What follows belongs to an exercise in optimizing a design on an open flow for small area, a short achievable clock period and few clock cycles per item; a production flow would make more cautious choices. Where RTL was checked, it was by simulation tests only, not by an equivalence proof against the original. Function not checked in runs 3 and 4: the RTL went through the layout flow alone. Power is estimated from default activity; no workload was simulated.

`config.mk`:
```
export PLATFORM = sky130hd
export DESIGN_NAME = bicubic_window_gen
export DESIGN_NICKNAME = bicubic_window_gen
export VERILOG_FILES = /design/flow/design.v
export SDC_FILE = /design/flow/constraint.sdc
export NUM_CORES = 4
export LEC_CHECK = 0
export CAP_MARGIN = 20
export CORE_MARGIN = 6
export CORE_UTILIZATION = 66
export SETUP_SLACK_MARGIN = 3.1
export SLEW_MARGIN = 20
```
`constraint.sdc`:
```
create_clock -name core_clock -period 5.5 [get_ports {i_clk}]
set_input_delay 1.1000 -clock core_clock [delete_from_list [all_inputs] [get_ports {i_clk}]]
set_output_delay 1.1000 -clock core_clock [all_outputs]
set_load 0.01 [all_outputs]
```
`standard.sh`:
```
#!/bin/bash
# synth_recipe.tcl (not shown) runs the flow's synth.tcl, then flattens the netlist and writes it again
# the make line also repeats each setting of config.mk as NAME=value (left out here)
make -C /OpenROAD-flow-scripts/flow DESIGN_CONFIG=/design/flow/config.mk WORK_HOME=/design/flow/orfs CLKGATE_MAP_FILE= SYNTH_SCRIPT=/design/flow/synth_recipe.tcl "${@:-finish}"
```
`design.v`:
```
`default_nettype none
package resizer_pixel_pkg;
   typedef logic [7:0] chan_t;
   typedef struct packed {
      chan_t r;
      chan_t g;
      chan_t b;
   } pixel_t;
   typedef logic [95:0] col_t;    
   typedef logic [383:0] window_t;    
   typedef struct packed {
      logic [31:0] tdata;
   } stream_in_t;
endpackage
`default_nettype wire
`default_nettype none
package resizer_frame_pkg;
   localparam int FRAME_W = 16;
   localparam int FRAME_H = 10;
   localparam int WIN     = 4;       
   typedef logic [3:0]          x_t;
   typedef logic [3:0]          y_t;
   typedef logic [1:0]          slot_t;    
   typedef logic [4:0]          rows_t;    
   typedef enum logic [1:0] {
      WR_IDLE,
      WR_ACCEPT,
      WR_HOLD
   } wr_state_t;
   typedef enum logic [1:0] {
      RD_WAIT,
      RD_PRIME,
      RD_RUN,
      RD_CLEAR
   } rd_state_t;
endpackage
`default_nettype wire
`timescale 1ns/1ns
`default_nettype none
module bicubic_window_gen
(
   input  wire logic       i_clk,
   input  wire logic       i_rstn,
   input  wire logic       i_s_tvalid,
   input  resizer_pixel_pkg::stream_in_t      i_s_tdata,
   output logic            o_s_tready,
   output logic            o_m_tvalid,
   output resizer_pixel_pkg::window_t         o_m_tdata,
   output logic            o_m_tlast,
   input  wire logic       i_m_tready
);
   localparam int DEPTH = 51;
   logic [23:0] sr [0:DEPTH-1];
   logic [23:0] pix;
   logic [23:0] skid_d;
   logic        skid_v;
   logic [23:0] item;         
   logic        item_v;
   logic [7:0]  p;
   logic [7:0]  ic;
   logic        ahead;      
   logic        ov;         
   logic        rdy;        
   logic        ordy;       
   logic        skid_v_n;
   logic        last_q;     
   logic        run_a;      
   logic        slot_free;
   logic        accept;
   logic        take;       
   logic        split;      
   logic        shift;
   logic [DEPTH-1:0] en;
   assign pix        = {i_s_tdata.tdata[7:0], i_s_tdata.tdata[15:8], i_s_tdata.tdata[23:16]};
   assign o_s_tready = ordy;
   assign accept     = i_s_tvalid && o_s_tready;
   assign item_v     = skid_v || i_s_tvalid;
   assign item       = skid_v ? skid_d : pix;
   assign slot_free  = !ov || i_m_tready;
   assign take       = rdy && item_v && slot_free;
   assign split      = run_a && i_m_tready && !item_v;
   assign skid_v_n   = (skid_v || accept) && !take;
   assign shift      = (i_m_tready && (run_a || (rdy && item_v))) || (!ov && rdy && item_v);
   always_comb begin
      for (int d = 0; d < DEPTH; d++) begin
         en[d] = shift && (i_s_tvalid || skid_v || (8'(d) >= ic));
      end
   end
   always_ff @(posedge i_clk) begin
      if (en[0]) sr[0] <= item;
      for (int d = 1; d < DEPTH; d++) begin
         if (en[d]) sr[d] <= sr[d-1];
      end
   end
   always_ff @(posedge i_clk) begin
      if (!skid_v) skid_d <= pix;
   end
   logic       trans;      
   logic [7:0] p1, p2, i12, i13, i14;
   logic       ic_last;    
   logic [7:0] p_n;
   logic [7:0] ic_n;
   logic       ahead_n;
   logic       ov_n;
   logic [3:1] rs;       
   logic       ld;       
   logic       dup;      
   logic [3:1] rs_p2;
   logic       ld_p2, dup_p2, ld_i13, dup_i13, ld_i14, dup_i14;
   assign trans   = ahead && last_q && ov && i_m_tready;
   assign p1      = p + 8'd1;
   assign p2      = p + 8'd2;
   assign i12     = ic + 8'd12;
   assign i13     = ic + 8'd13;
   assign i14     = ic + 8'd14;
   assign ic_last = (ic == 8'd159);
   assign rs_p2[1] = (p2[7:4] == 4'd13);
   assign rs_p2[2] = (p2[7:4] >= 4'd12) && (p2[7:4] <= 4'd13);
   assign rs_p2[3] = (p2[7:4] >= 4'd11) && (p2[7:4] <= 4'd13);
   assign ld_p2    = (p2[3:0] == 4'd0);
   assign dup_p2   = (p2[3:0] >= 4'd13);
   assign ld_i13   = (i13[3:0] == 4'd0);
   assign dup_i13  = (i13[3:0] >= 4'd13);
   assign ld_i14   = (i14[3:0] == 4'd0);
   assign dup_i14  = (i14[3:0] >= 4'd13);
   always_comb begin
      if (trans) begin
         p_n     = take ? i13 : i12;
         ic_n    = ic + 8'(take);
         ahead_n = 1'b0;
         ov_n    = take && (ic == 8'd51);
      end else if (shift) begin
         p_n     = p1;
         ic_n    = (!ahead && ic_last) ? 8'd0 : ic + 8'(take);
         ahead_n = ahead || ic_last;
         ov_n    = ahead || (p >= 8'd63);
      end else begin
         p_n     = p;
         ic_n    = ic;
         ahead_n = ahead;
         ov_n    = ov && !i_m_tready;
      end
   end
   always_ff @(posedge i_clk) begin
      if (!i_rstn) begin
         rdy    <= 1'b0;
         ov     <= 1'b0;
         ahead  <= 1'b0;
         ic     <= 8'd0;
         p      <= 8'd12;
         last_q <= 1'b0;
         run_a  <= 1'b0;
         skid_v <= 1'b0;
         ordy   <= 1'b0;
         rs     <= '0;
         ld     <= 1'b0;
         dup    <= 1'b1;
      end else begin
         rdy    <= 1'b1;
         ov     <= ov_n;
         ahead  <= ahead_n;
         ic     <= ic_n;
         p      <= p_n;
         skid_v <= skid_v_n;
         ordy   <= !skid_v_n;
         if (trans) begin
            last_q <= 1'b0;
            run_a  <= 1'b0;
            rs     <= '0;
            ld     <= take ? ld_i14 : ld_i13;
            dup    <= take ? dup_i14 : dup_i13;
         end else if (shift) begin
            last_q <= (p == 8'd222);
            run_a  <= ahead ? (p != 8'd222) : ic_last;
            rs     <= rs_p2;
            ld     <= ld_p2;
            dup    <= dup_p2;
         end
      end
   end
   logic [23:0] t   [0:3][0:3];    
   logic [23:0] tc  [0:3][0:3];    
   always_comb begin
      for (int i = 0; i < 4; i++) begin
         for (int j = 0; j < 4; j++) begin
            if (i == 3 && j == 3) t[i][j] = item;
            else                  t[i][j] = sr[50 - 16*i - j];
         end
      end
      for (int j = 0; j < 4; j++) begin
         tc[0][j] = t[0][j];
         for (int i = 1; i < 4; i++) begin
            tc[i][j] = rs[i] ? tc[i-1][j] : t[i][j];
         end
      end
   end
   always_ff @(posedge i_clk) begin
      if (shift) begin
         for (int i = 0; i < 4; i++) begin
            for (int j = 0; j < 3; j++) begin
               o_m_tdata[96*j + 24*i +: 24] <= ld ? tc[i][j] : o_m_tdata[96*(j+1) + 24*i +: 24];
            end
         end
      end
      if (shift && !dup) begin
         for (int i = 0; i < 4; i++) begin
            o_m_tdata[288 + 24*i +: 24] <= tc[i][3];
         end
      end
   end
   assign o_m_tvalid = ov;
   assign o_m_tlast  = last_q;
endmodule
`default_nettype wire
```
`flow/run.sh`:
```
#!/bin/bash
set -euo pipefail
export BUFFER_PORTS_ARGS="-buffer_cell sky130_fd_sc_hd__buf_1"
export CTS_ARGS="-sink_clustering_enable -repair_clock_nets -dont_use_dummy_load -sink_clustering_size 22 -sink_clustering_max_diameter 100"
bash standard.sh finish > flow_standard.log 2>&1
```
==> results of run 1 <==
[state kept, by name, summed over array words and instances (netlist names)]
name,cells
ic,8
ld,1
skid_v,1
o_m_tdata,384
run_a,1
sr,1224
last_q,1
ordy,1
dup,1
skid_d,24
ahead,1
rdy,1
ov,1
p,8
rs,3
[path summary, 6_finish.rpt]
kind	slack (ns)	to	cells after the start
min reg2reg	0.41	sr[25][8]	0
max reg2reg	3.06	sr[49][4]	8
max	2.99	o_m_tdata[363]	1
min	0.41	sr[25][8]	0
[report_power, final]
| group | internal [mW] | switching [mW] | total, mW |
|---|---|---|---|
| combinational | 0.280 | 0.676 | 0.956 |
| clock | 2.76 | 3.59 | 6.35 |
| sequential | 14.4 | 0.265 | 14.7 |
[metal layers]
metal	global-route usage [%]	vias to the layer above	part of all wire, %
met2	50.8	1969	48
met4	7.06	0	2.7
met1	45.7	15090	37
met5	0	-	0
met3	6.48	206	12
li1	-	12480	-
[cell families after synthesis]
family	Yosys count	share of synthesized area, %
mux	360	6.64
compound gates	354	3.37
buf+inv	160	1.24
xor+xnor	27	0.409
flops	1660	85.2
simple gates	377	2.70
fa+ha+maj	18	0.389
[through the flow]
stage / util, % / cell area [sq um]
final: 75.8 / 65700
after global routing: 75.8 / 65700
after CTS: 75.1 / 65200
after detailed placement: 70.5 / 61200
after global placement: 70.5 / 61200
after floorplan: - / 58100
[placed cells by master, fill, tap and decap left out, types with 6 or more instances in the layout]
cell type / n
edfxtp_1: 1608
buf_1: 371
nor2_1: 262
a21oi_1: 255
mux2_2: 192
mux2i_1: 130
clkbuf_16: 86
buf_4: 82
buf_12: 52
dfxtp_1: 43
mux2i_2: 38
nand2_1: 34
inv_1: 31
clkbuf_2: 28
o21ai_4: 24
nand3_1: 19
xnor2_1: 18
buf_6: 17
a21oi_2: 14
ha_1: 14
o21ai_0: 13
o22ai_4: 11
a21oi_4: 10
xor2_1: 9
buf_2: 9
nand4_1: 8
nor2_2: 6
and3_1: 6
nor3_1: 6
dfxtp_4: 6
[timing repair]
action	CTS	global route
resized for setup	147	78
endpoints found under the hold margin	0	0
gates cloned	26	3
setup endpoints to repair	1762	799
pin swaps	37	8
buffers inserted	77	24
[final cells by class]
| type | instances | area, sq um |
|---|---|---|
| well taps | 1155 | 1450 |
| repair inverters | 4 | 33.8 |
| fillers | 4939 | 21000 |
| clock buffers | 85 | 2130 |
| inverters | 37 | 176 |
| repair buffers | 567 | 3600 |
| multi-input cells | 1159 | 9000 |
| flip-flops and latches | 1660 | 49400 |
| diodes | 3 | 7.51 |
==> flow_summary.toml, run 1 <==
[setup_path]
required_ns = 4.40
crit_chain = "buf_6"
worstPathArrival_ns = 1.41
r2r_start = "ic[1]"
cp_max_fo = 2
cp-end-kind = "output pin"
worstSetupStartpointType = "flop"
path_buf_inv = 1
crit_family = "flip-flops"
startpoint = "o_m_tdata[363]"
critPathMaxStageDelay_ns = 0.59
crit_type = "flop to output pin"
cp_slowest_cell = "edfxtp_1"

[cts]
cts_hold_buf = 0
cts_root_buf = "clkbuf_16"
cts.sinks = 1660
clock_latency_ns = 0.66
clk_pin_slew_worst_paths_ns = 0.09
htreeDepth = 3
cts_buffers = 85
tritoncts = "built"
clockBufferDepth = 3

[die]
die-area_sq_mm = 0.0949
start_util_pct = 66.7
rows = 108
coreArea_sq_mm = 0.0868
die-width_um = 308
pin_count = 423
die_y_um = 308

[grt]
grt_pass1_vias = 27895
grt_pass1_wl_um = 209000
antenna_found_initial = 15
grt_usage_pct = 31.5
grt_max_degree = 183
overflow = 0

[yosys]
synthArstFlopShare_pct = 0
ys.warnings.count = 4
yosysTopAreaCell = "edfxtp_1"
synth_ff_type = "edfxtp_1"
synth_cells = 2956
synth_cell_types = 60
synth.top_cell.area_share_pct = 83.4
syn_area_sq_mm = 0.0579
synth_edf_count = 1608
syn_area_per_cell_sq_um = 19.6
syn_nets = 3010
synth_seq_area_share_pct = 85.2
ys_top_cells_by_area = "edfxtp_1, mux2_2, mux2i_1"
ys_seq_elements = 1660
yosysMostFrequentCell = "edfxtp_1"
synthTopCellsByCount = "edfxtp_1, nor2_1, a21oi_1"

[place]
io_buffers = 414
gp_congestion = 0.904
hpwl_um = 99100
place_inst = 4452
post-place-ws_ns = 1.29

[timing]
drv_slew = 0
hold_ws_ns = 0.405
rsz0062_at_grt = "true"
skew_ns = 0.0507
tightestPinTransition_ns = 0.960
hold_viol = 0
setup_viol = 0
slew_headroom_pct = 36.0
clock.fmax_ghz = 0.398
layout_worst_path_cycle_share_pct = 45.6
tns_ns = 0
worst_slack_ns = 2.99
period_minus_slack_ns = 2.51

[power]
fin_total_pwr_mw = 22.0
p_leak_nw = 21.0
vdd_ir_drop_max_mv = 0.315
p_per_area_mw_per_mm2 = 334

[final_layout]
drive_above_1_share_pct = 18.3
fin_cells = 4670
area_growth_pct = 13.6
finalNetCount = 3568

[min_path]
min_from = "sr[24][8]"
hold_path_class = "flop to flop"

[routing]
drtIter0Drc = 4224
vias_per_cell = 6.37
wl_per_cell_um = 33.0
dr.pass1.iters = 6
via_count = 29745
drt_wl_total_um = 154000
postRouteAntennaNets = 0
drc = 0

[job]
drv_cap = 0

[outcome]
status = "no timing/DRC/antenna violations"
Testbench counts, summed over its fixed seeds: cycles 5,544, windows 5,120.
==> run 2, diff against run 1 <==
==> flow/run.sh (replaced) <==
#!/bin/bash
set -euo pipefail
export BUFFER_PORTS_ARGS="-buffer_cell sky130_fd_sc_hd__buf_1"
export CTS_ARGS="-sink_clustering_enable -repair_clock_nets -dont_use_dummy_load -sink_clustering_size 30 -sink_clustering_max_diameter 70"
bash standard.sh finish > flow_standard.log 2>&1
--- a/config.mk
+++ b/config.mk
@@ -10,3 +10,3 @@
 export CORE_UTILIZATION = 66
-export SETUP_SLACK_MARGIN = 3.1
+export SETUP_SLACK_MARGIN = 3.0
 export SLEW_MARGIN = 20
==> run 2 against run 1 <==
Net effect:
- still clean
- critical path depth grew 3
- sequential power hardly changed
- die area did not move
- sequential share of layout area grew 1.5 points
- clock power down 9.3%
- clock skew rose by 0.022 ns
- setup slack got worse by 0.012 ns
- count of clock-buffer cells in the layout shrank 15
- flip-flop and latch count unchanged
- maximum frequency fell by 0.48%
- synthesized cell count unchanged
- critical path type is now flop to flop
- critical endpoint is now o_m_tdata[375]
- largest cell class unchanged
- largest power group unchanged
==> flow_summary.toml, run 2 <==
[outcome]
status = "no timing/DRC/antenna violations"

[die]
pin_count = 423
coreArea_sq_mm = 0.0868
start_util_pct = 66.7
die_y_um = 308
die-width_um = 308
rows = 108
die-area_sq_mm = 0.0949

[power]
power_frac_seq_pct = 68.8
combPwrFrac_pct = 4.2
p_per_area_mw_per_mm2 = 331
p_switching_mw = 4.37
internal_power_mw = 16.9
vdd_ir_drop_max_mv = 0.290
p_sw_share_pct = 20.5
power_frac_clock_pct = 27.0
p_leak_nw = 20.4

[final_layout]
finalNetCount = 3512
n_antenna_cell = 0
final_common_cell = "edfxtp_1"
drive_above_1_share_pct = 15.0
reg_top3 = "sr (1224), o_m_tdata (384), skid_d (24)"
regMostFlops = "sr"
final_cell_mix = "edfxtp_1, buf_1, nor2_1, a21oi_1, mux2_2"
area_growth_pct = 11.3
largest_reg_flops = 1224

[routing]
drtIter0Drc = 4466
vias_per_cell = 6.32
drc = 0
postRouteAntennaNets = 0
via_count = 29164
dr.pass1.iters = 6
wl_per_cell_um = 32.5
drt_wl_total_um = 150000

[timing]
hold_ws_ns = 0.375
period_minus_slack_ns = 2.52
slew_headroom_pct = 30.7
drv_slew = 0
rsz0062_at_grt = "true"
tightestPinTransition_ns = 1.04
clock.fmax_ghz = 0.397
hold_viol = 0
setup_viol = 0
skew_ns = 0.0722
layout_worst_path_cycle_share_pct = 45.8
tns_ns = 0

[yosys]
synthTopCellsByCount = "edfxtp_1, nor2_1, a21oi_1"
syn_area_sq_mm = 0.0579
synth_seq_area_share_pct = 85.2
syn_nets = 3010
ys_top_cells_by_area = "edfxtp_1, mux2_2, mux2i_1"
synth_edf_count = 1608
synth_ff_type = "edfxtp_1"
synth_cells = 2956
ys_seq_elements = 1660
synth.top_cell.area_share_pct = 83.4
synthArstFlopShare_pct = 0
yosysTopAreaCell = "edfxtp_1"
yosysMostFrequentCell = "edfxtp_1"
syn_area_per_cell_sq_um = 19.6
synth_cell_types = 60
ys.warnings.count = 4

[cts]
cts_hold_buf = 0
clockBufferDepth = 3
cts_root_buf = "clkbuf_16"
cts_buffers = 70
cts.sinks = 1660
tritoncts = "built"
clock_latency_ns = 0.66
htreeDepth = 3
clk_pin_slew_worst_paths_ns = 0.10

[setup_path]
critPathMaxStageDelay_ns = 0.64
cp_slowest_cell = "dfxtp_4"
cp-end-kind = "flop"
crit_chain = "buf_4, mux2i_1, a21oi_1, mux2_2"
required_ns = 5.91
crit_type = "flop to flop"
worstSetupStartpointType = "flop"
cp_max_fo = 20
worstPathArrival_ns = 2.94

[grt]
grt_max_degree = 183
overflow = 0
antenna_found_initial = 17
grt_usage_pct = 30.8
grt_pass1_wl_um = 205000
grt_pass1_vias = 27350

[place]
io_buffers = 414
gp_congestion = 0.904
hpwl_um = 99100

[min_path]
hold_path_class = "flop to flop"

[job]
drv_cap = 0
run 2: cell types whose count changed in the layout (fill, tap and decap cells not counted), sizes merged:
cell / delta
diode: -3
inv: -1
o21ai: -2
clkbuf: -37
a21oi: -1
bufbuf: -1
buf: -14
run 2: layout make-up:
| class | instances | area [sq um] |
|---|---|---|
| Clock buffer | 70 | 1750 |
| Fill cell | 5125 | 22300 |
| Inverter | 37 | 176 |
| Multi-Input combinational cell | 1156 | 8770 |
| Sequential cell | 1660 | 49400 |
| Tap cell | 1155 | 1450 |
| Timing Repair Buffer | 530 | 2910 |
| Timing Repair inverter | 3 | 25.0 |
run 2: power by group through the flow:
stage	Clock [mW]	Combinational (mW)	Sequential (mW)
after floorplan	0	0.370	14.9
after global placement	0	0.743	14.9
after detailed placement	0	0.764	15.0
after CTS	5.82	0.884	14.7
after global routing	6.25	0.934	14.7
final	5.76	0.889	14.7
run 2: cells by family after synthesis:
kind of cell    share of synthesized area (%)
flops                                    85.2
fa+ha+maj                               0.389
xor+xnor                                0.409
buf+inv                                  1.24
mux                                      6.64
compound gates                           3.37
simple gates                             2.70
run 2: final timing paths:
kind / from / end / slack (ns) / cells after the start
worst max-delay path: rs[1] / o_m_tdata[375] / 2.98 / 4
worst min-delay path: sr[29][9] / sr[30][9] / 0.37 / 0
worst max register to register: rs[1] / o_m_tdata[375] / 2.98 / 4
worst min register to register: sr[29][9] / sr[30][9] / 0.37 / 0
run 2: per-layer routing:
metal	wire length, um	GRT usage (%)	vias to the layer above
li1	-	-	12355
met1	56200	44.6	14861
met2	73000	50.4	1780
met3	16900	5.79	168
met4	3650	6.55	0
met5	0	0	-
run 2: what timing repair did:
action / 4_1_cts / 5_1_grt
pin swaps: 31 / 4
gates cloned: 23 / 1
resized for setup: 91 / 30
setup buffers: 55 / 10
endpoints found under the setup margin: 1609 / 480
run 2: worst max-delay path: cells and delay by family (launching register included):
| kind | cells | cell delay, ns |
|---|---|---|
| multiplexers | 2 | 0.94 |
| flip-flops | 1 | 0.64 |
| buffers and inverters | 1 | 0.38 |
| AO/OA/AOI/OAI | 1 | 0.35 |
run 2: through the flow:
| stage | util, % | worst slack, ns | power, mW | area, sq um | instances |
|---|---|---|---|---|---|
| 6_report | 74.3 | 2.98 | 21.3 | 64400 | 4611 |
| 5_1_grt | 74.3 | 2.96 | 21.9 | 64400 | 4611 |
| 4_1_cts | 74.0 | 2.98 | 21.4 | 64200 | 4600 |
| 3_5_place_dp | 70.5 | 1.29 | 15.7 | 61200 | 4452 |
| 3_3_place_gp | 70.5 | 1.43 | 15.7 | 61200 | 4451 |
| 2_1_floorplan | - | 1.69 | 15.2 | 58100 | 2956 |
==> run 3, diff against run 2 <==
--- a/design.v
+++ b/design.v
@@ -82,6 +82,14 @@
    assign skid_v_n   = (skid_v || accept) && !take;
-   assign shift      = (i_m_tready && (run_a || (rdy && item_v))) || (!ov && rdy && item_v);
+   logic       sh_tv;      
+   logic       sh_c0, sh_e0;
+   logic [DEPTH-1:0] kc, ke;
+   assign sh_tv = (i_m_tready && (run_a || rdy)) || (!ov && rdy);
+   assign sh_c0 = run_a || (rdy && skid_v);
+   assign sh_e0 = !ov && rdy && skid_v;
+   assign shift = i_s_tvalid ? sh_tv : (sh_e0 || (sh_c0 && i_m_tready));
    always_comb begin
       for (int d = 0; d < DEPTH; d++) begin
-         en[d] = shift && (i_s_tvalid || skid_v || (8'(d) >= ic));
+         kc[d] = (skid_v || (8'(d) >= ic)) && sh_c0;
+         ke[d] = (skid_v || (8'(d) >= ic)) && sh_e0;
+         en[d] = i_s_tvalid ? sh_tv : (ke[d] || (kc[d] && i_m_tready));
       end
==> flow/run.sh (replaced) <==
#!/bin/bash
set -euo pipefail
export BUFFER_PORTS_ARGS="-buffer_cell sky130_fd_sc_hd__buf_1"
export CTS_ARGS="-sink_clustering_enable -repair_clock_nets -dont_use_dummy_load -sink_clustering_size 24"
bash standard.sh finish > flow_standard.log 2>&1
--- a/config.mk
+++ b/config.mk
@@ -9,3 +9,3 @@
 export CORE_MARGIN = 6
-export CORE_UTILIZATION = 66
+export CORE_UTILIZATION = 45
 export SETUP_SLACK_MARGIN = 3.0
==> run 3 against run 2 <==
Net effect:
- still clean on timing, DRC and antenna
- design area increased by 7.8%
- first-iteration DRC count decreased by 20%
- count of clock-buffer cells in the layout increased by 96
- combinational power increased by 23%
- final cell count increased by 15%
- routed wire length increased by 6.4%
- sequential share of layout area decreased by 5.6 points
- hold slack improved by 0.0075 ns
- synthesized area about the same
- critical path type unchanged
==> flow_summary.toml, run 3 <==
[outcome]
status = "no timing/DRC/antenna violations"

[timing]
drv_slew = 0
tns_ns = 0
slew_headroom_pct = 25.7
skew_ns = 0.0466
period_minus_slack_ns = 2.60
setup_viol = 0
clock.fmax_ghz = 0.385
layout_worst_path_cycle_share_pct = 47.2
worst_slack_ns = 2.90
tightestPinTransition_ns = 1.11
rsz0062_at_grt = "true"
hold_viol = 0

[yosys]
syn_area_sq_mm = 0.0578
ys_seq_elements = 1660
synth_cells = 2958
synthArstFlopShare_pct = 0
synth_seq_area_share_pct = 85.3
yosysMostFrequentCell = "edfxtp_1"
synth_cell_types = 64
ys.warnings.count = 4
syn_area_per_cell_sq_um = 19.6
synth_edf_count = 1608
ys_top_cells_by_area = "edfxtp_1, mux2_2, mux2i_1"
synth_ff_type = "edfxtp_1"
yosysTopAreaCell = "edfxtp_1"
synthTopCellsByCount = "edfxtp_1, a21oi_1, nor2_1"
syn_nets = 3012
synth.top_cell.area_share_pct = 83.5

[setup_path]
cp_max_fo = 10
path_buf_inv = 0
crit_chain = "nor2_1, and4_1, nand3_1, nand3_2"
crit_family = "simple AND/OR/NAND/NOR gates"
critPathMaxStageDelay_ns = 0.50
r2r_slack_ns = 2.90
required_ns = 5.91
crit_type = "flop to flop"
cp_slowest_cell = "dfxtp_1"
r2r_cells = 4
r2r_start = "ic[6]"
worstSetupStartpointType = "flop"
worstPathArrival_ns = 3.00
cp-end-kind = "flop"
rr_endpoint = "sr[45][21]"
path_depth = 4

[grt]
grt_usage_pct = 22.5
grt_pass1_vias = 28466
overflow = 0
antenna_found_initial = 19
grt_pass1_wl_um = 216000
grt_max_degree = 167

[cts]
cts_buffers = 166
clockBufferDepth = 3
clk_pin_slew_worst_paths_ns = 0.06
cts.sinks = 1660
clock_latency_ns = 0.76
tritoncts = "built"
htreeDepth = 4
cts_hold_buf = 0
cts_root_buf = "clkbuf_16"

[die]
rows = 131
start_util_pct = 45.4
die-area_sq_mm = 0.137
die_y_um = 371
pin_count = 423
coreArea_sq_mm = 0.128
die-width_um = 371

[routing]
drc = 0
via_count = 29727
drt_wl_total_um = 159000
vias_per_cell = 5.59
wl_per_cell_um = 29.9
postRouteAntennaNets = 0
drtIter0Drc = 3591
dr.pass1.iters = 5

[final_layout]
largest_reg_flops = 1224
area_growth_pct = 20.1
design_area_sq_mm = 0.0695
final_cell_mix = "edfxtp_1, buf_1, nor2_1, a21oi_1, mux2_2"
drive_above_1_share_pct = 22.3
regMostFlops = "sr"
reg_top3 = "sr (1224), o_m_tdata (384), skid_d (24)"
final_common_cell = "edfxtp_1"
fin_cells = 5318
finalNetCount = 3706

[min_path]
min_from = "sr[14][22]"
whs_path_depth = 0
hold_path_class = "flop to flop"
min_to = "sr[15][22]"

[place]
place_area_sq_mm = 0.0620
post-place-ws_ns = 0.941
io_buffers = 414
hpwl_um = 101000
gp_congestion = 0.901
place_inst = 4952

[power]
fin_total_pwr_mw = 25.1
p_per_area_mw_per_mm2 = 362
p_leak_nw = 22.2
vdd_ir_drop_max_mv = 0.263

[job]
drv_cap = 0
run 3: area by class of cell:
class	instances	area, sq um
Fill cell	9785	58000
Tap cell	1662	2080
Sequential cell	1660	49400
Timing Repair inverter	4	32.5
Multi-Input combinational cell	1168	9440
Timing Repair Buffer	609	4210
Clock buffer	166	4150
Antenna cell	6	15.0
Inverter	43	193
run 3: power breakdown:
part / leakage (nW) / switching (mW) / total, mW / internal, mW
Clock: 2.05 / 4.15 / 9.42 / 5.27
Sequential: 15.1 / 0.222 / 14.6 / 14.4
Combinational: 5.10 / 0.764 / 1.09 / 0.327
Total: 22.2 / 5.14 / 25.1 / 20.0
run 3: worst max path at each step:
stage / start / endpoint / slack [ns]
floorplan: i_s_tvalid / sr[2][0] / 1.64
global placement: i_s_tvalid / sr[15][7] / 1.00
global route: o_m_tdata[269] / o_m_tdata[269] / 2.85
finish: ic[6] / sr[45][21] / 2.90
CTS: o_m_tdata[269] / o_m_tdata[269] / 2.87
detailed placement: i_s_tvalid / sr[15][9] / 0.94
run 3: routing by layer:
| metal | wire length, um | track usage [%] | vias to the layer above |
|---|---|---|---|
| li1 | - | - | 12851 |
| met1 | 64300 | 30.6 | 15157 |
| met2 | 72100 | 33.8 | 1500 |
| met3 | 19000 | 9.51 | 217 |
| met4 | 3830 | 5.97 | 2 |
| met5 | 10 | 0 | - |
run 3: cell families after synthesis:
family | synth area share, %
xor+xnor | 0.333
simple gates | 2.57
fa+ha+maj | 0.389
flops | 85.3
buf+inv | 1.17
compound gates | 3.55
mux | 6.71
run 3: timing repair:
item	CTS	global route
cloned	42	1
setup endpoints to repair	1857	868
gates resized for setup	202	95
pin swaps	46	12
buffers inserted	116	35
run 3: per-stage QoR:
| stage | utilization [%] | hold WS [ns] |
|---|---|---|
| 3_5_place_dp | 48.6 | 0.405 |
| 3_3_place_gp | 48.6 | 0.400 |
| 5_1_grt | 54.5 | 0.386 |
| 2_1_floorplan | - | 0.400 |
| 4_1_cts | 54.0 | 0.383 |
| 6_report | 54.5 | 0.382 |
==> run 4, diff against run 3 <==
--- a/design.v
+++ b/design.v
@@ -82,14 +82,6 @@
    assign skid_v_n   = (skid_v || accept) && !take;
-   logic       sh_tv;      
-   logic       sh_c0, sh_e0;
-   logic [DEPTH-1:0] kc, ke;
-   assign sh_tv = (i_m_tready && (run_a || rdy)) || (!ov && rdy);
-   assign sh_c0 = run_a || (rdy && skid_v);
-   assign sh_e0 = !ov && rdy && skid_v;
-   assign shift = i_s_tvalid ? sh_tv : (sh_e0 || (sh_c0 && i_m_tready));
+   assign shift      = (i_m_tready && (run_a || (rdy && item_v))) || (!ov && rdy && item_v);
    always_comb begin
       for (int d = 0; d < DEPTH; d++) begin
-         kc[d] = (skid_v || (8'(d) >= ic)) && sh_c0;
-         ke[d] = (skid_v || (8'(d) >= ic)) && sh_e0;
-         en[d] = i_s_tvalid ? sh_tv : (ke[d] || (kc[d] && i_m_tready));
+         en[d] = shift && (i_s_tvalid || skid_v || (6'(d) >= ic[5:0]));    
       end
@@ -120,5 +112,5 @@
    assign p2      = p + 8'd2;
-   assign i12     = ic + 8'd12;
-   assign i13     = ic + 8'd13;
-   assign i14     = ic + 8'd14;
+   assign i12     = 8'(ic[5:0]) + 8'd12;
+   assign i13     = 8'(ic[5:0]) + 8'd13;
+   assign i14     = 8'(ic[5:0]) + 8'd14;
    assign ic_last = (ic == 8'd159);
@@ -136,5 +128,5 @@
          p_n     = take ? i13 : i12;
-         ic_n    = ic + 8'(take);
+         ic_n    = 8'(ic[5:0]) + 8'(take);
          ahead_n = 1'b0;
-         ov_n    = take && (ic == 8'd51);
+         ov_n    = take && (ic[5:0] == 6'd51);
       end else if (shift) begin
==> flow/run.sh (replaced) <==
#!/bin/bash
set -euo pipefail
export BUFFER_PORTS_ARGS="-buffer_cell sky130_fd_sc_hd__buf_1"
export CTS_ARGS="-sink_clustering_enable -repair_clock_nets -dont_use_dummy_load -sink_clustering_size 22 -sink_clustering_max_diameter 100"
bash standard.sh finish > flow_standard.log 2>&1
--- a/config.mk
+++ b/config.mk
@@ -9,3 +9,3 @@
 export CORE_MARGIN = 6
-export CORE_UTILIZATION = 45
+export CORE_UTILIZATION = 66
 export SETUP_SLACK_MARGIN = 3.0
==> run 4 against run 3 <==
Net effect:
- synthesized cell count increased by 0.44%
- register-to-register slack improved by 0.05 ns
- maximum frequency increased by 1.9%
- count of clock-buffer cells in the layout decreased by 81
- still clean on timing, DRC and antenna
- combinational power decreased by 16%
- critical path depth increased by 4
- largest power group unchanged
- routed wire length decreased by 9.9%
- clock power decreased by 33%
- sequential share of layout area increased by 5.6 points
==> flow_summary.toml, run 4 <==
[yosys]
syn_nets = 3027
synth_edf_count = 1608
synth_cell_types = 60
synth.top_cell.area_share_pct = 83.3
syn_area_sq_mm = 0.0579
ys_seq_elements = 1660
synth_ff_type = "edfxtp_1"
yosysMostFrequentCell = "edfxtp_1"
synth_cells = 2971
synthTopCellsByCount = "edfxtp_1, a21oi_1, nor2_1"
syn_area_per_cell_sq_um = 19.5
ys.warnings.count = 4
ys_top_cells_by_area = "edfxtp_1, mux2_2, mux2i_1"
synthArstFlopShare_pct = 0
yosysTopAreaCell = "edfxtp_1"
synth_seq_area_share_pct = 85.1

[timing]
clock.fmax_ghz = 0.392
period_minus_slack_ns = 2.55
setup_viol = 0
hold_viol = 0
tns_ns = 0
skew_ns = 0.0369
drv_slew = 0
layout_worst_path_cycle_share_pct = 46.4
slew_headroom_pct = 33.5
rsz0062_at_grt = "true"
tightestPinTransition_ns = 0.969

[routing]
drtIter0Drc = 3723
wl_per_cell_um = 31.2
vias_per_cell = 6.24
drc = 0
drt_wl_total_um = 143000
via_count = 28727
dr.pass1.iters = 6
postRouteAntennaNets = 0

[die]
die-area_sq_mm = 0.0950
pin_count = 423
coreArea_sq_mm = 0.0869
die-width_um = 308
rows = 108
start_util_pct = 66.7
die_y_um = 308

[cts]
cts.sinks = 1660
cts_root_buf = "clkbuf_16"
tritoncts = "built"
cts_hold_buf = 0
htreeDepth = 3
clock_latency_ns = 0.65
clk_pin_slew_worst_paths_ns = 0.08
clockBufferDepth = 3
cts_buffers = 85

[grt]
overflow = 0
antenna_found_initial = 20
grt_pass1_wl_um = 198000
grt_pass1_vias = 27486
grt_max_degree = 163
grt_usage_pct = 29.6

[setup_path]
cp-end-kind = "flop"
worstPathArrival_ns = 2.87
cp_max_fo = 23
startpoint = "ic[3]"
r2r_start = "ic[3]"
worstSetupStartpointType = "flop"
required_ns = 5.82
crit_type = "flop to flop"
r2r_slack_ns = 2.95

[final_layout]
fill_cells = 5205
final_common_cell = "edfxtp_1"
reg_top3 = "sr (1224), o_m_tdata (384), skid_d (24)"
regMostFlops = "sr"
design_area_sq_mm = 0.0644
final_cell_mix = "edfxtp_1, buf_1, a21oi_1, nor2_1, mux2_2"
largest_reg_flops = 1224
finalNetCount = 3501
drive_above_1_share_pct = 14.8
area_growth_pct = 11.1
post-route-util_pct = 74.1

[job]
drv_cap = 0

[power]
fin_total_pwr_mw = 21.9
p_leak_nw = 20.4
p_per_area_mw_per_mm2 = 341
vdd_ir_drop_max_mv = 0.316

[min_path]
hold_path_class = "flop to flop"
min_from = "sr[7][0]"

[place]
place_area_sq_mm = 0.0613
gp_congestion = 0.907
io_buffers = 414
hpwl_um = 99200

[outcome]
status = "no timing/DRC/antenna violations"
==> run 4: cell types whose count changed in the layout (fill, tap and decap cells not counted), sizes merged, moves of 6 or more <==
cell,before,now
o21ai,37,21
nor2,266,287
nand2b,4,10
a22oi,10,0
clkbuf,206,88
a21o,3,10
a31oi,22,9
buf,567,498
==> run 4: cells by family (layout without fill, tap and decap cells) <==
kind of cell | Yosys count | after routing | synth area share (%)
AO/OA/AOI/OAI | 370 | 378 | 3.46
XOR/XNOR | 17 | 17 | 0.257
adder cells (fa/ha/maj) | 20 | 20 | 0.432
buffers and inverters | 167 | 626 | 1.27
flip-flops | 1660 | 1660 | 85.1
multiplexers | 361 | 361 | 6.65
other | 0 | 4 | 0
AND/OR/NAND/NOR | 376 | 381 | 2.78
==> run 4: timing repair <==
| action | CTS | global route |
|---|---|---|
| cloned | 15 | 0 |
| pin swaps | 16 | 3 |
| endpoints found under the setup margin | 1602 | 916 |
| setup buffers | 21 | 8 |
| resized for setup | 82 | 22 |
==> run 4: path summary, 6_finish.rpt <==
kind | end | cells after the start
setup / recovery | sr[33][1] | 8
hold / removal | sr[8][0] | 0
setup reg to reg | sr[33][1] | 8
hold reg to reg | sr[8][0] | 0
==> run 4: through the flow <==
| step | worst slack [ns] | hold WS (ns) | cells |
|---|---|---|---|
| 6_report | 2.95 | 0.387 | 4602 |
| 5_1_grt | 2.81 | 0.397 | 4600 |
| 4_1_cts | 2.87 | 0.386 | 4590 |
| 3_5_place_dp | 1.63 | 0.405 | 4469 |
| 3_3_place_gp | 1.70 | 0.400 | 4464 |
| 2_1_floorplan | 2.01 | 0.400 | 2971 |
==> run 4: final cells by class <==
class | instances | area [sq um] | share of cell area (%)
Clock buffer | 85 | 2130 | 3.30
Inverter | 38 | 168 | 0.260
Sequential cell | 1660 | 49300 | 76.7
Antenna cell | 4 | 10.0 | 0.0156
Multi-Input combinational cell | 1157 | 8610 | 13.4
Tap cell | 1155 | 1450 | 2.25
Timing Repair Buffer | 503 | 2660 | 4.13
==> run 4: routing by layer <==
layer  vias to the layer above  track usage, %  part of all wire, %
met4                         4            8.84                  3.3
met5                         -               0                0.019
met2                      1584            47.6                   48
li1                      12308               -                    -
met3                       193            4.76                  9.4
met1                     14638            42.9                   39
==> run 4: report_power, final <==
group	total, mW	internal [mW]	switching (mW)
Sequential	14.7	14.4	0.268
Clock	6.30	2.76	3.54
Combinational	0.921	0.229	0.691
==> run 4: critical path: stages, from the launching register on <==
cell and delay (ns):
dfxtp_2 0.45, inv_1 0.31, ha_4 0.29, inv_1 0.10, nor2_1 0.22, a21oi_1 0.15, o21a_1 0.23, nor2_2 0.15
buf_8 0.28

-- separate check: timing with driven ports --
Ports are ideal in the flow. The routed layouts listed here were re-timed in OpenROAD. Step 1, drivers: a clkbuf_16 drives i_clk and a buf_2 each remaining input, both assumed. Step 2 adds t to the input delays and takes it off the output delays; t is the mean of the earliest and latest rising clock arrival at the registers after step 1. Input paths then give back, and output paths get back, about the clock's delay inside the block. Three values: ideal, step 1, step 2; two values: the first two.
run | t, ns | setup slack, ns | hold WS [ns] | worst register clock-pin slew, ns | cell pins on the clock port's net
run 1 | 0.698 | 2.990 / 2.924 / 2.370 | 0.405 / 0.405 / 0.405 | 0.09 / 0.09 | 1
run 2 | 0.695 | 2.978 / 2.923 / 2.351 | 0.375 / 0.375 / 0.375 | 0.11 / 0.11 | 1
run 3 | 0.803 | 2.902 / 2.848 / 2.133 | 0.382 / 0.382 / 0.382 | 0.07 / 0.07 | 1
run 4 | 0.698 | 2.950 / 2.950 / 2.310 | 0.387 / 0.387 / 0.387 | 0.09 / 0.09 | 1
After both steps every run listed still meets setup and hold. For run 3, which loses most, drivers alone change the setup slack by -0.054 ns; drivers and shift together by -0.769 ns.
